Background: an optimization exercise with open tools, aiming at small area, a short achievable clock period and few clock cycles per item. Do not read the settings as production practice. In this exercise RTL edits were held to simulation tests only and were not proved equivalent to the original. Power is estimated from default activity; no workload was simulated.

==> design/flow/design.v <==
`timescale 1ns / 1ps
package rpr8_pkg;
  localparam int CFG_INDEX_W = 2;
  localparam int CFG_DATA_W  = 13;
  localparam int FMT_W       = 4;
  localparam int DIM_REG_W   = 13;
  localparam logic [CFG_INDEX_W-1:0] REG_PIXEL_FORMAT = 2'd0;
  localparam logic [CFG_INDEX_W-1:0] REG_FRAME_WIDTH  = 2'd1;
  localparam logic [CFG_INDEX_W-1:0] REG_FRAME_HEIGHT = 2'd2;
  localparam int DEFAULT_MAX_DIM = 4096;
  localparam int POS_W = 12;
  typedef enum logic [FMT_W-1:0] {
    FMT_U8_GRAY  = 4'd0,
    FMT_U8_RGBA  = 4'd1,
    FMT_U8_RGB   = 4'd2,
    FMT_F32_RGBA = 4'd3,
    FMT_F32_GRAY = 4'd4,
    FMT_F32_RGB  = 4'd5,
    FMT_F16_GRAY = 4'd6,
    FMT_F16_RGBA = 4'd7,
    FMT_F16_RGB  = 4'd8,
    FMT_ID       = 4'd9,
    FMT_DEPTH    = 4'd10
  } pixel_format_t;
  localparam logic [31:0] HASH_RED   = 32'd1315423911;
  localparam logic [31:0] HASH_GREEN = 32'd2654435761;
  localparam logic [31:0] HASH_BLUE  = 32'd374761393;
  localparam logic [7:0] BYTE_MAX = 8'hFF;
  typedef struct packed {
    logic [31:0] chan0;
    logic [31:0] chan1;
    logic [31:0] chan2;
    logic [31:0] chan3;
  } pixel_in_t;
  typedef struct packed {
    logic [POS_W-1:0] dest_x;
    logic [POS_W-1:0] dest_y;
    logic [7:0]       red;
    logic [7:0]       green;
    logic [7:0]       blue;
    logic [7:0]       alpha;
    logic             frame_end;
  } pixel_out_t;
  typedef struct packed {
    logic [7:0] red;
    logic [7:0] green;
    logic [7:0] blue;
    logic [7:0] alpha;
  } rgba_t;
  typedef struct packed {
    logic [POS_W-1:0] dest_x;
    logic [POS_W-1:0] dest_y;
    logic             frame_end;
  } raster_pos_t;
endpackage
`timescale 1ns / 1ps
module rpr8_chan_conv (
  input  logic [31:0] raw,
  input  logic        half,
  input  logic        vec,
  output logic [7:0]  value
);
  localparam logic [7:0] SHIFT_LIMIT = 8'd32;
  logic        neg;
  logic        exp_max;
  logic        is_zero;
  logic        frac_nz;
  logic        ge_one;
  logic [23:0] mant;
  logic [7:0]  shift;
  logic [31:0] scaled;
  logic [32:0] rounded;
  logic [32:0] quot;
  always_comb begin
    if (half) begin
      neg     = raw[15];
      exp_max = (raw[14:10] == 5'h1F);
      is_zero = (raw[14:0] == 15'd0);
      frac_nz = (raw[9:0] != 10'd0);
      ge_one  = (raw[14:10] >= 5'd15);
      if (raw[14:10] == 5'd0) begin
        mant  = {14'd0, raw[9:0]};
        shift = 8'd24;
      end else begin
        mant  = {13'd0, 1'b1, raw[9:0]};
        shift = 8'd25 - {3'd0, raw[14:10]};
      end
    end else begin
      neg     = raw[31];
      exp_max = (raw[30:23] == 8'hFF);
      is_zero = (raw[30:0] == 31'd0);
      frac_nz = (raw[22:0] != 23'd0);
      ge_one  = (raw[30:23] >= 8'd127);
      if (raw[30:23] == 8'd0) begin
        mant  = {1'b0, raw[22:0]};
        shift = 8'd149;
      end else begin
        mant  = {1'b1, raw[22:0]};
        shift = 8'd150 - raw[30:23];
      end
    end
  end
  assign scaled  = {mant, 8'h00} - {8'h00, mant};
  assign rounded = {1'b0, scaled} + (33'd1 << (shift - 8'd1));
  assign quot    = rounded >> shift;
  always_comb begin
    if (exp_max) begin
      value = (vec && (frac_nz || !neg)) ? rpr8_pkg::BYTE_MAX : 8'd0;
    end else if (is_zero || neg) begin
      value = 8'd0;
    end else if (ge_one) begin
      value = rpr8_pkg::BYTE_MAX;
    end else if (shift > SHIFT_LIMIT) begin
      value = 8'd0;
    end else begin
      value = quot[7:0];
    end
  end
endmodule
`timescale 1ns / 1ps
module rpr8_pixel_conv (
  input  logic [rpr8_pkg::FMT_W-1:0] pixel_format,
  input  rpr8_pkg::pixel_in_t        pixel,
  output rpr8_pkg::rgba_t            colour
);
  logic       vec;
  logic       half;
  logic [7:0] cv0;
  logic [7:0] cv1;
  logic [7:0] cv2;
  logic [7:0] cv3;
  always_comb begin
    vec  = 1'b0;
    half = 1'b0;
    case (pixel_format)
      rpr8_pkg::FMT_F32_RGBA, rpr8_pkg::FMT_F32_RGB: begin
        vec = 1'b1;
      end
      rpr8_pkg::FMT_F16_RGBA, rpr8_pkg::FMT_F16_RGB: begin
        vec  = 1'b1;
        half = 1'b1;
      end
      rpr8_pkg::FMT_F16_GRAY: begin
        half = 1'b1;
      end
      default: begin
        vec  = 1'b0;
        half = 1'b0;
      end
    endcase
  end
  rpr8_chan_conv u_conv0 (.raw(pixel.chan0), .half(half), .vec(vec), .value(cv0));
  rpr8_chan_conv u_conv1 (.raw(pixel.chan1), .half(half), .vec(vec), .value(cv1));
  rpr8_chan_conv u_conv2 (.raw(pixel.chan2), .half(half), .vec(vec), .value(cv2));
  rpr8_chan_conv u_conv3 (.raw(pixel.chan3), .half(half), .vec(vec), .value(cv3));
  always_comb begin
    logic [15:0] hash_r;
    logic [15:0] hash_g;
    logic [15:0] hash_b;
    hash_r = pixel.chan0[7:0] * rpr8_pkg::HASH_RED[7:0];
    hash_g = pixel.chan0[7:0] * rpr8_pkg::HASH_GREEN[7:0];
    hash_b = pixel.chan0[7:0] * rpr8_pkg::HASH_BLUE[7:0];
    colour.red   = rpr8_pkg::BYTE_MAX;
    colour.green = rpr8_pkg::BYTE_MAX;
    colour.blue  = rpr8_pkg::BYTE_MAX;
    colour.alpha = rpr8_pkg::BYTE_MAX;
    case (pixel_format)
      rpr8_pkg::FMT_U8_GRAY: begin
        colour.red   = pixel.chan0[7:0];
        colour.green = pixel.chan0[7:0];
        colour.blue  = pixel.chan0[7:0];
      end
      rpr8_pkg::FMT_U8_RGBA: begin
        colour.red   = pixel.chan0[7:0];
        colour.green = pixel.chan1[7:0];
        colour.blue  = pixel.chan2[7:0];
        colour.alpha = pixel.chan3[7:0];
      end
      rpr8_pkg::FMT_U8_RGB: begin
        colour.red   = pixel.chan0[7:0];
        colour.green = pixel.chan1[7:0];
        colour.blue  = pixel.chan2[7:0];
      end
      rpr8_pkg::FMT_F32_RGBA, rpr8_pkg::FMT_F16_RGBA: begin
        colour.red   = cv0;
        colour.green = cv1;
        colour.blue  = cv2;
        colour.alpha = cv3;
      end
      rpr8_pkg::FMT_F32_RGB, rpr8_pkg::FMT_F16_RGB: begin
        colour.red   = cv0;
        colour.green = cv1;
        colour.blue  = cv2;
      end
      rpr8_pkg::FMT_F32_GRAY, rpr8_pkg::FMT_F16_GRAY, rpr8_pkg::FMT_DEPTH: begin
        colour.red   = cv0;
        colour.green = cv0;
        colour.blue  = cv0;
      end
      rpr8_pkg::FMT_ID: begin
        if (pixel.chan0 == 32'd0) begin
          colour.red   = 8'd0;
          colour.green = 8'd0;
          colour.blue  = 8'd0;
        end else begin
          colour.red   = hash_r[7:0];
          colour.green = hash_g[7:0];
          colour.blue  = hash_b[7:0];
        end
      end
      default: begin
        colour.alpha = rpr8_pkg::BYTE_MAX;
      end
    endcase
  end
endmodule
`timescale 1ns / 1ps
module rpr8_raster_cnt #(
  parameter int MAX_DIM = rpr8_pkg::DEFAULT_MAX_DIM
) (
  input  logic                           clk,
  input  logic                           rst,
  input  logic [rpr8_pkg::DIM_REG_W-1:0] frame_width,
  input  logic [rpr8_pkg::DIM_REG_W-1:0] frame_height,
  input  logic                           advance,
  output rpr8_pkg::raster_pos_t          pos
);
  localparam int CW = $clog2(MAX_DIM);
  localparam int DW = $clog2(MAX_DIM + 1);
  localparam int EW = (DW > rpr8_pkg::DIM_REG_W) ? DW : rpr8_pkg::DIM_REG_W;
  localparam int XW = (DW > rpr8_pkg::POS_W) ? DW : rpr8_pkg::POS_W;
  logic [CW-1:0] column_count;
  logic [CW-1:0] row_count;
  logic [CW-1:0] column_count_next;
  logic [CW-1:0] row_count_next;
  logic [DW-1:0] w_eff;
  logic [DW-1:0] h_eff;
  logic [DW-1:0] col_eff;
  logic [DW-1:0] row_eff;
  logic [DW-1:0] col_inc;
  logic [DW-1:0] row_inc;
  logic [DW-1:0] y_val;
  logic [XW-1:0] x_ext;
  logic [XW-1:0] y_ext;
  function automatic logic [DW-1:0] eff_dim(input logic [rpr8_pkg::DIM_REG_W-1:0] dim);
    logic [EW-1:0] dim_ext;
    dim_ext = EW'(dim);
    if (dim_ext == EW'(0)) begin
      eff_dim = DW'(1);
    end else if (dim_ext > EW'(MAX_DIM)) begin
      eff_dim = DW'(MAX_DIM);
    end else begin
      eff_dim = DW'(dim_ext);
    end
  endfunction
  assign w_eff = eff_dim(frame_width);
  assign h_eff = eff_dim(frame_height);
  assign col_eff = (DW'(column_count) >= w_eff) ? DW'(0) : DW'(column_count);
  assign row_eff = (DW'(row_count) >= h_eff) ? DW'(0) : DW'(row_count);
  assign col_inc = col_eff + DW'(1);
  assign row_inc = row_eff + DW'(1);
  assign y_val         = h_eff - DW'(1) - row_eff;
  assign x_ext         = XW'(col_eff);
  assign y_ext         = XW'(y_val);
  assign pos.dest_x    = x_ext[rpr8_pkg::POS_W-1:0];
  assign pos.dest_y    = y_ext[rpr8_pkg::POS_W-1:0];
  assign pos.frame_end = (col_eff == w_eff - DW'(1)) && (row_eff == h_eff - DW'(1));
  always_comb begin
    if (col_inc >= w_eff) begin
      column_count_next = '0;
      row_count_next    = (row_inc >= h_eff) ? '0 : CW'(row_inc);
    end else begin
      column_count_next = CW'(col_inc);
      row_count_next    = CW'(row_eff);
    end
  end
  always_ff @(posedge clk) begin
    if (rst) begin
      column_count <= '0;
      row_count    <= '0;
    end else if (advance) begin
      column_count <= column_count_next;
      row_count    <= row_count_next;
    end
  end
endmodule
`timescale 1ns / 1ps
module render_pixel_to_rgba8_core #(
  parameter int MAX_DIM = rpr8_pkg::DEFAULT_MAX_DIM
) (
  input  logic                             clk,
  input  logic                             rst,
  input  logic                             src_valid,
  output logic                             src_ready,
  input  rpr8_pkg::pixel_in_t              src_pixel,
  output logic                             dst_valid,
  input  logic                             dst_ready,
  output rpr8_pkg::pixel_out_t             dst_pixel,
  input  logic                             cfg_valid,
  output logic                             cfg_ready,
  input  logic [rpr8_pkg::CFG_INDEX_W-1:0] cfg_index,
  input  logic [rpr8_pkg::CFG_DATA_W-1:0]  cfg_data
);
  logic [rpr8_pkg::FMT_W-1:0]     pixel_format;
  logic [rpr8_pkg::DIM_REG_W-1:0] frame_width;
  logic [rpr8_pkg::DIM_REG_W-1:0] frame_height;
  logic                  s1_valid;
  rpr8_pkg::pixel_in_t   s1_pixel;
  logic                  out_en;
  logic                  s1_adv;
  rpr8_pkg::rgba_t       colour;
  rpr8_pkg::raster_pos_t pos;
  assign cfg_ready = 1'b1;
  always_ff @(posedge clk) begin
    if (rst) begin
      pixel_format <= rpr8_pkg::FMT_U8_GRAY;
      frame_width  <= rpr8_pkg::DIM_REG_W'(1);
      frame_height <= rpr8_pkg::DIM_REG_W'(1);
    end else if (cfg_valid && cfg_ready) begin
      case (cfg_index)
        rpr8_pkg::REG_PIXEL_FORMAT: pixel_format <= cfg_data[rpr8_pkg::FMT_W-1:0];
        rpr8_pkg::REG_FRAME_WIDTH:  frame_width  <= cfg_data[rpr8_pkg::DIM_REG_W-1:0];
        rpr8_pkg::REG_FRAME_HEIGHT: frame_height <= cfg_data[rpr8_pkg::DIM_REG_W-1:0];
        default: begin
        end
      endcase
    end
  end
  assign out_en    = !dst_valid || dst_ready;
  assign s1_adv    = s1_valid && out_en;
  assign src_ready = !s1_valid || out_en;
  always_ff @(posedge clk) begin
    if (rst) begin
      s1_valid <= 1'b0;
    end else if (src_ready) begin
      s1_valid <= src_valid;
    end
  end
  always_ff @(posedge clk) begin
    if (src_valid && src_ready) begin
      s1_pixel <= src_pixel;
    end
  end
  rpr8_pixel_conv u_pixel_conv (
    .pixel_format(pixel_format),
    .pixel       (s1_pixel),
    .colour      (colour)
  );
  rpr8_raster_cnt #(
    .MAX_DIM(MAX_DIM)
  ) u_raster_cnt (
    .clk         (clk),
    .rst         (rst),
    .frame_width (frame_width),
    .frame_height(frame_height),
    .advance     (s1_adv),
    .pos         (pos)
  );
  always_ff @(posedge clk) begin
    if (rst) begin
      dst_valid <= 1'b0;
    end else if (out_en) begin
      dst_valid <= s1_valid;
    end
  end
  always_ff @(posedge clk) begin
    if (s1_adv) begin
      dst_pixel.dest_x    <= pos.dest_x;
      dst_pixel.dest_y    <= pos.dest_y;
      dst_pixel.red       <= colour.red;
      dst_pixel.green     <= colour.green;
      dst_pixel.blue      <= colour.blue;
      dst_pixel.alpha     <= colour.alpha;
      dst_pixel.frame_end <= pos.frame_end;
    end
  end
endmodule
`timescale 1ns / 1ps
module rpr8_top (
  input  logic        clk,
  input  logic        rst,
  input  logic        src_valid,
  output logic        src_ready,
  input  logic [31:0] src_chan0,
  input  logic [31:0] src_chan1,
  input  logic [31:0] src_chan2,
  input  logic [31:0] src_chan3,
  output logic        dst_valid,
  input  logic        dst_ready,
  output logic [11:0] dst_x,
  output logic [11:0] dst_y,
  output logic [7:0]  dst_red,
  output logic [7:0]  dst_green,
  output logic [7:0]  dst_blue,
  output logic [7:0]  dst_alpha,
  output logic        dst_frame_end,
  input  logic        cfg_valid,
  output logic        cfg_ready,
  input  logic [1:0]  cfg_index,
  input  logic [12:0] cfg_data
);
  rpr8_pkg::pixel_in_t  src_pixel;
  rpr8_pkg::pixel_out_t dst_pixel;
  assign src_pixel.chan0 = src_chan0;
  assign src_pixel.chan1 = src_chan1;
  assign src_pixel.chan2 = src_chan2;
  assign src_pixel.chan3 = src_chan3;
  assign dst_x         = dst_pixel.dest_x;
  assign dst_y         = dst_pixel.dest_y;
  assign dst_red       = dst_pixel.red;
  assign dst_green     = dst_pixel.green;
  assign dst_blue      = dst_pixel.blue;
  assign dst_alpha     = dst_pixel.alpha;
  assign dst_frame_end = dst_pixel.frame_end;
  render_pixel_to_rgba8_core u_core (
    .clk      (clk),
    .rst      (rst),
    .src_valid(src_valid),
    .src_ready(src_ready),
    .src_pixel(src_pixel),
    .dst_valid(dst_valid),
    .dst_ready(dst_ready),
    .dst_pixel(dst_pixel),
    .cfg_valid(cfg_valid),
    .cfg_ready(cfg_ready),
    .cfg_index(cfg_index),
    .cfg_data (cfg_data)
  );
endmodule
==> design/flow/run.sh <==
#!/bin/bash
# synth_recipe.tcl (not shown) runs the flow's synth.tcl, then flattens the netlist and writes it again
# the make line also repeats each setting of config.mk as NAME=value (left out here)
make -C /OpenROAD-flow-scripts/flow DESIGN_CONFIG=/design/flow/config.mk WORK_HOME=/design/flow/orfs CLKGATE_MAP_FILE= SYNTH_SCRIPT=/design/flow/synth_recipe.tcl finish
==> design/flow/config.mk <==
export PLATFORM = sky130hd
export DESIGN_NAME = rpr8_top
export DESIGN_NICKNAME = rpr8_top
export VERILOG_FILES = /design/flow/design.v
export SDC_FILE = /design/flow/constraint.sdc
export NUM_CORES = 4
export LEC_CHECK = 0
export CAP_MARGIN = 20
export CORE_MARGIN = 2
export CORE_UTILIZATION = 40
export SLEW_MARGIN = 20
==> design/flow/constraint.sdc <==
create_clock -name core_clock -period 9.0 [get_ports {clk}]
set_input_delay 1.8000 -clock core_clock [delete_from_list [all_inputs] [get_ports {clk}]]
set_output_delay 1.8000 -clock core_clock [all_outputs]
set_load 0.01 [all_outputs]
==> results.txt <==
==> cells by family (layout without fill, tap and decap cells) <==
logic type      count (synthesis)  after routing  share of synthesized area, %
fa+ha+maj                     324            324                          12.4
mux                            83             83                          2.70
flops                         241            241                          19.9
buf+inv                       395            534                          4.58
compound gates               1407           1407                          28.6
other cells                     1              1                        0.0112
simple gates                 1666           1666                          23.7
xor+xnor                      307            307                          8.03
==> metal layers <==
layer  global-route usage, %  vias up
met3                    3.73      207
met5                       0        -
li1                        -    16900
met2                    44.6     1347
met4                    8.15       18
met1                    37.5    16500
==> worst max-delay path, stage by stage, from the launching register on <==
cell	delay, ns
sky130_fd_sc_hd__dfxtp_1	0.67
sky130_fd_sc_hd__nor4b_2	0.49
sky130_fd_sc_hd__nor2_4	0.24
sky130_fd_sc_hd__buf_4	0.28
sky130_fd_sc_hd__buf_4	0.26
sky130_fd_sc_hd__o22ai_1	0.47
sky130_fd_sc_hd__nand2_1	0.31
sky130_fd_sc_hd__nor4b_2	0.63
sky130_fd_sc_hd__xnor2_1	0.19
sky130_fd_sc_hd__nor2_1	0.24
sky130_fd_sc_hd__nand3_1	0.23
sky130_fd_sc_hd__nor2_1	0.15
sky130_fd_sc_hd__ha_1	0.29
sky130_fd_sc_hd__a2111oi_0	0.48
sky130_fd_sc_hd__o21ai_0	0.37
sky130_fd_sc_hd__a31oi_1	0.24
sky130_fd_sc_hd__o21ai_0	0.21
sky130_fd_sc_hd__a21oi_1	0.48
sky130_fd_sc_hd__o211ai_1	0.26
sky130_fd_sc_hd__a221oi_1	0.33
sky130_fd_sc_hd__xnor2_1	0.17
sky130_fd_sc_hd__a22o_1	0.27
sky130_fd_sc_hd__o211a_1	0.22
sky130_fd_sc_hd__o211a_1	0.24
sky130_fd_sc_hd__or4_1	0.55
==> flip-flops by register name, indices dropped and copies added, names as in the netlist <==
register,cells
u_core.u_raster_cnt.row_count,12
u_core.s1_pixel,128
u_core.dst_valid,1
u_core.s1_valid,1
u_core.pixel_format,4
u_core.dst_pixel,57
u_core.frame_height,13
u_core.frame_width,13
u_core.u_raster_cnt.column_count,12
==> repair_timing <==
| action | 4_1_cts | 5_1_grt |
|---|---|---|
| setup endpoints to repair | 0 | 9 |
| hold buffers | 0 | 0 |
| resized for setup | 0 | 4 |
| setup buffers | 0 | 0 |
| hold endpoints to repair | 0 | 0 |
==> area by class of cell <==
class / instances / area [µm²]
fill: 8434 / 45600
multi-input combinational: 3788 / 25300
sequential: 241 / 6680
timing repair buffer: 276 / 2580
tap: 1080 / 1350
clock buffer: 36 / 793
inverter: 205 / 771
clock inverter: 17 / 195
==> power groups by stage <==
stage,combinational (W),sequential [W],clock (W)
2_1_floorplan,0.00174,0.00134,0
3_3_place_gp,0.00242,0.00138,0
3_5_place_dp,0.00241,0.00138,0
4_1_cts,0.00243,0.00136,0.00127
5_1_grt,0.00271,0.00137,0.00131
6_report,0.00247,0.00136,0.00124
==> cells in the final DEF, fill, tap and decap left out, drive strengths merged, types with 38 or more instances in the layout <==
cell,n
nor2,427
clkdlybuf4s50,205
inv,207
nor2b,55
o21a,53
nand4,58
dfxtp,56
o21bai,40
and2,50
a21o,116
xor2,102
nor4,40
a21oi,347
edfxtp,185
a31oi,65
and3,46
or3,38
buf,71
xnor2,205
nand3,148
o211ai,60
nand2,518
a211oi,55
mux2i,61
ha,312
o21ai,228
nor3,131
==> stage by stage <==
step / hold slack, ns / worst slack (ns) / instance area (µm²)
2_1_floorplan: 0.441 / 1.02 / 33500
3_3_place_gp: 0.466 / 0.264 / 36700
3_5_place_dp: 0.469 / 0.239 / 36700
4_1_cts: 0.478 / 0.191 / 37700
5_1_grt: 0.514 / -0.0528 / 37700
6_report: 0.478 / 0.436 / 37700
==> final timing paths <==
check	start	cells after the start	slack (ns)	end
setup / recovery	u_core.pixel_format[3]	24	0.44	u_core.dst_pixel[13]
setup reg to reg	u_core.pixel_format[3]	24	0.44	u_core.dst_pixel[13]
hold reg to reg	u_core.frame_width[1]	2	0.48	u_core.frame_width[1]
hold / removal	u_core.frame_width[1]	2	0.48	u_core.frame_width[1]
==> summary.log <==
qor: routing.final_ant_viol_nets 0
qor: clock_network.cts-root-buf sky130_fd_sc_hd__clkbuf_16
qor: sta.min_period_over_period 95.2%
qor: flow_run.maxCapViolations 0
qor: worst_setup_path.endpoint_kind flip-flop
qor: sta.timing.clock.skew 0.0197 ns
qor: grt.maximum_number_of_pins_on_one_net_before_global_route_repair 70
qor: floorplanning.die_area 86000 µm²
qor: floorplanning.width_of_the_die 293 µm
qor: grt.antenna_found_initial 10
qor: power_and_ir_drop.clock_power_share 24.5%
qor: layout.utilization 45.3%
qor: worst_setup_path.critical_path_arrival 8.88 ns
qor: power_and_ir_drop.finalPower 0.00508 W
qor: synthesis.synth_flop_cell sky130_fd_sc_hd__edfxtp_1
qor: routing.route.vias.total 34900
qor: routing.post_drt_wl_per_cell 21.6 µm
qor: power_and_ir_drop.power.sequential.fraction 26.8%
qor: sta.timing.final.max_slew_violations 0
qor: sta.worst_pin_slew 1.05 ns
qor: worst_setup_path.setup.worst_path.start_class flip-flop
qor: worst_setup_path.worst-endpoint-required 9.32 ns
qor: clock_network.cts_tree done
qor: place.global_placement_routability_congestion 0.990
qor: grt.grt_first_pass_wirelength 188 mm
qor: grt.globalRoute.totalOverflow 0
qor: worst_setup_path.crit_path_max_fanout 26
qor: routing.detail_route.first_pass.iterations 6
qor: synthesis.synth-seq-cells 241
qor: routing.met1_length 54.5 mm
qor: clock_network.clk-insertion-delay-late 0.61 ns
qor: power_and_ir_drop.power.switching 0.00215 W
qor: status.run_status no timing/DRC/antenna violations
qor: routing.post-route-drc-count 0
qor: grt.first_global_vias 32500
qor: synthesis.synth.distinct_cells 97
qor: routing.met2RoutedLength 54.7 mm
qor: synthesis.synthesis.nets 4896
qor: place.place.detailed.instances 5590
qor: floorplanning.fp.coreArea 83300 µm²
qor: clock_network.cts.sinks 241
qor: sta.worst_slew_margin_rel 29.4%
qor: synthesis.synth_common_cells sky130_fd_sc_hd__nand2_1 (517), sky130_fd_sc_hd__nor2_1 (426), sky130_fd_sc_hd__a21oi_1 (347), sky130_fd_sc_hd__ha_1 (312), sky130_fd_sc_hd__o21ai_0 (224)
qor: hold_path.min-delay-path-class reg -> reg
qor: layout.antenna_cells 0
qor: place.io_buffer_count 206
qor: routing.drt_iter0_drc 3058
qor: synthesis.yosys_warnings 4
qor: synthesis.synth_area_leaders sky130_fd_sc_hd__edfxtp_1 (17%), sky130_fd_sc_hd__ha_1 (12%), sky130_fd_sc_hd__nand2_1 (5.8%), sky130_fd_sc_hd__xnor2_1 (5.4%), sky130_fd_sc_hd__a21oi_1 (5.2%)
qor: sta.final-hold-violation-count 0
qor: clock_network.clk_pin_slew_worst_paths 0.08 ns
qor: sta.rsz0062_at_grt true
qor: floorplanning.rows 106
qor: synthesis.netlist.area_leader.share 16.6%
qor: sta.max_freq 117 MHz
qor: routing.routed-wl-met3 8.35 mm
qor: floorplanning.initial_utilization 40.2%
qor: power_and_ir_drop.static-leakage-power 15.3 nW
qor: floorplanning.boundaryPins 208
qor: worst_setup_path.critical_path_class reg -> reg
qor: synthesis.synth_cells 4424
qor: routing.postRouteWirelength 122 mm
qor: floorplanning.die_y_extent 293 µm
qor: sta.final_setup_vio_count 0
qor: routing.routed_via_density 6.19
qor: clock_network.cts_made_buffers 29
qor: layout.finalNetCount 5013
qor: power_and_ir_drop.ir_worst_vdd 0.161 mV
qor: place.post-dp-hpwl 95.8 mm
qor: synthesis.seq_area_frac_synth 19.9%
qor: synthesis.yosys.cell_count.top_type sky130_fd_sc_hd__nand2_1
qor: grt.grt_usage 27.3%
qor: layout.final_layout_size_suffix_gt1_share 4.69%
qor: power_and_ir_drop.internal_power 0.00293 W
qor: synthesis.post_synth_instance_area 33500 µm²
qor: synthesis.synthesis.area_per_instance 7.57 µm²
qor: layout.final-instance-count-excl-fill 5643
qor: power_and_ir_drop.power.density 135 nW/µm²
qor: power_and_ir_drop.combPwrFrac 48.7%
qor: synthesis.async_flop_share 0%
qor: sta.min_period 8.56 ns
qor: layout.syn2layout_area_growth 12.6%
qor: power_and_ir_drop.switching_share 42.3%
qor: sta.setup_total_negative_slack 0 ns
qor: synthesis.synth_top_area_cell sky130_fd_sc_hd__edfxtp_1
qor: clock_network.cts-root-to-sink-buffers 3
qor: clock_network.htree_levels 1
qor: routing.top_layer met5
qor: synthesis.synth-edff-count 185
Testbench counts, summed over its fixed seeds: cycles 25,056, items 24,576.

==> what the ideal ports hide <==
In the flow no input, the clock included, has a driving cell. The finished layout below was timed again as built, in two steps.
Step 1 assumes that a clkbuf_16 drives the clock port and a buf_2 every other input.
Step 2, shift: input delay + t, output delay - t, t = (earliest + latest rising clock arrival at the registers) / 2. This alone moves slack from input paths to output paths.
Slacks: no drivers / after step 1 / after step 2; pairs: no drivers / after step 1.
t (ns): 0.667
setup WS [ns]: 0.436 / 0.436 / 0.436
clock arrival spread, ns: 0.023 / 0.023
After both steps setup and hold are still met in this run. For this run, drivers alone change the setup slack by 0.000 ns; drivers and shift together by 0.000 ns.
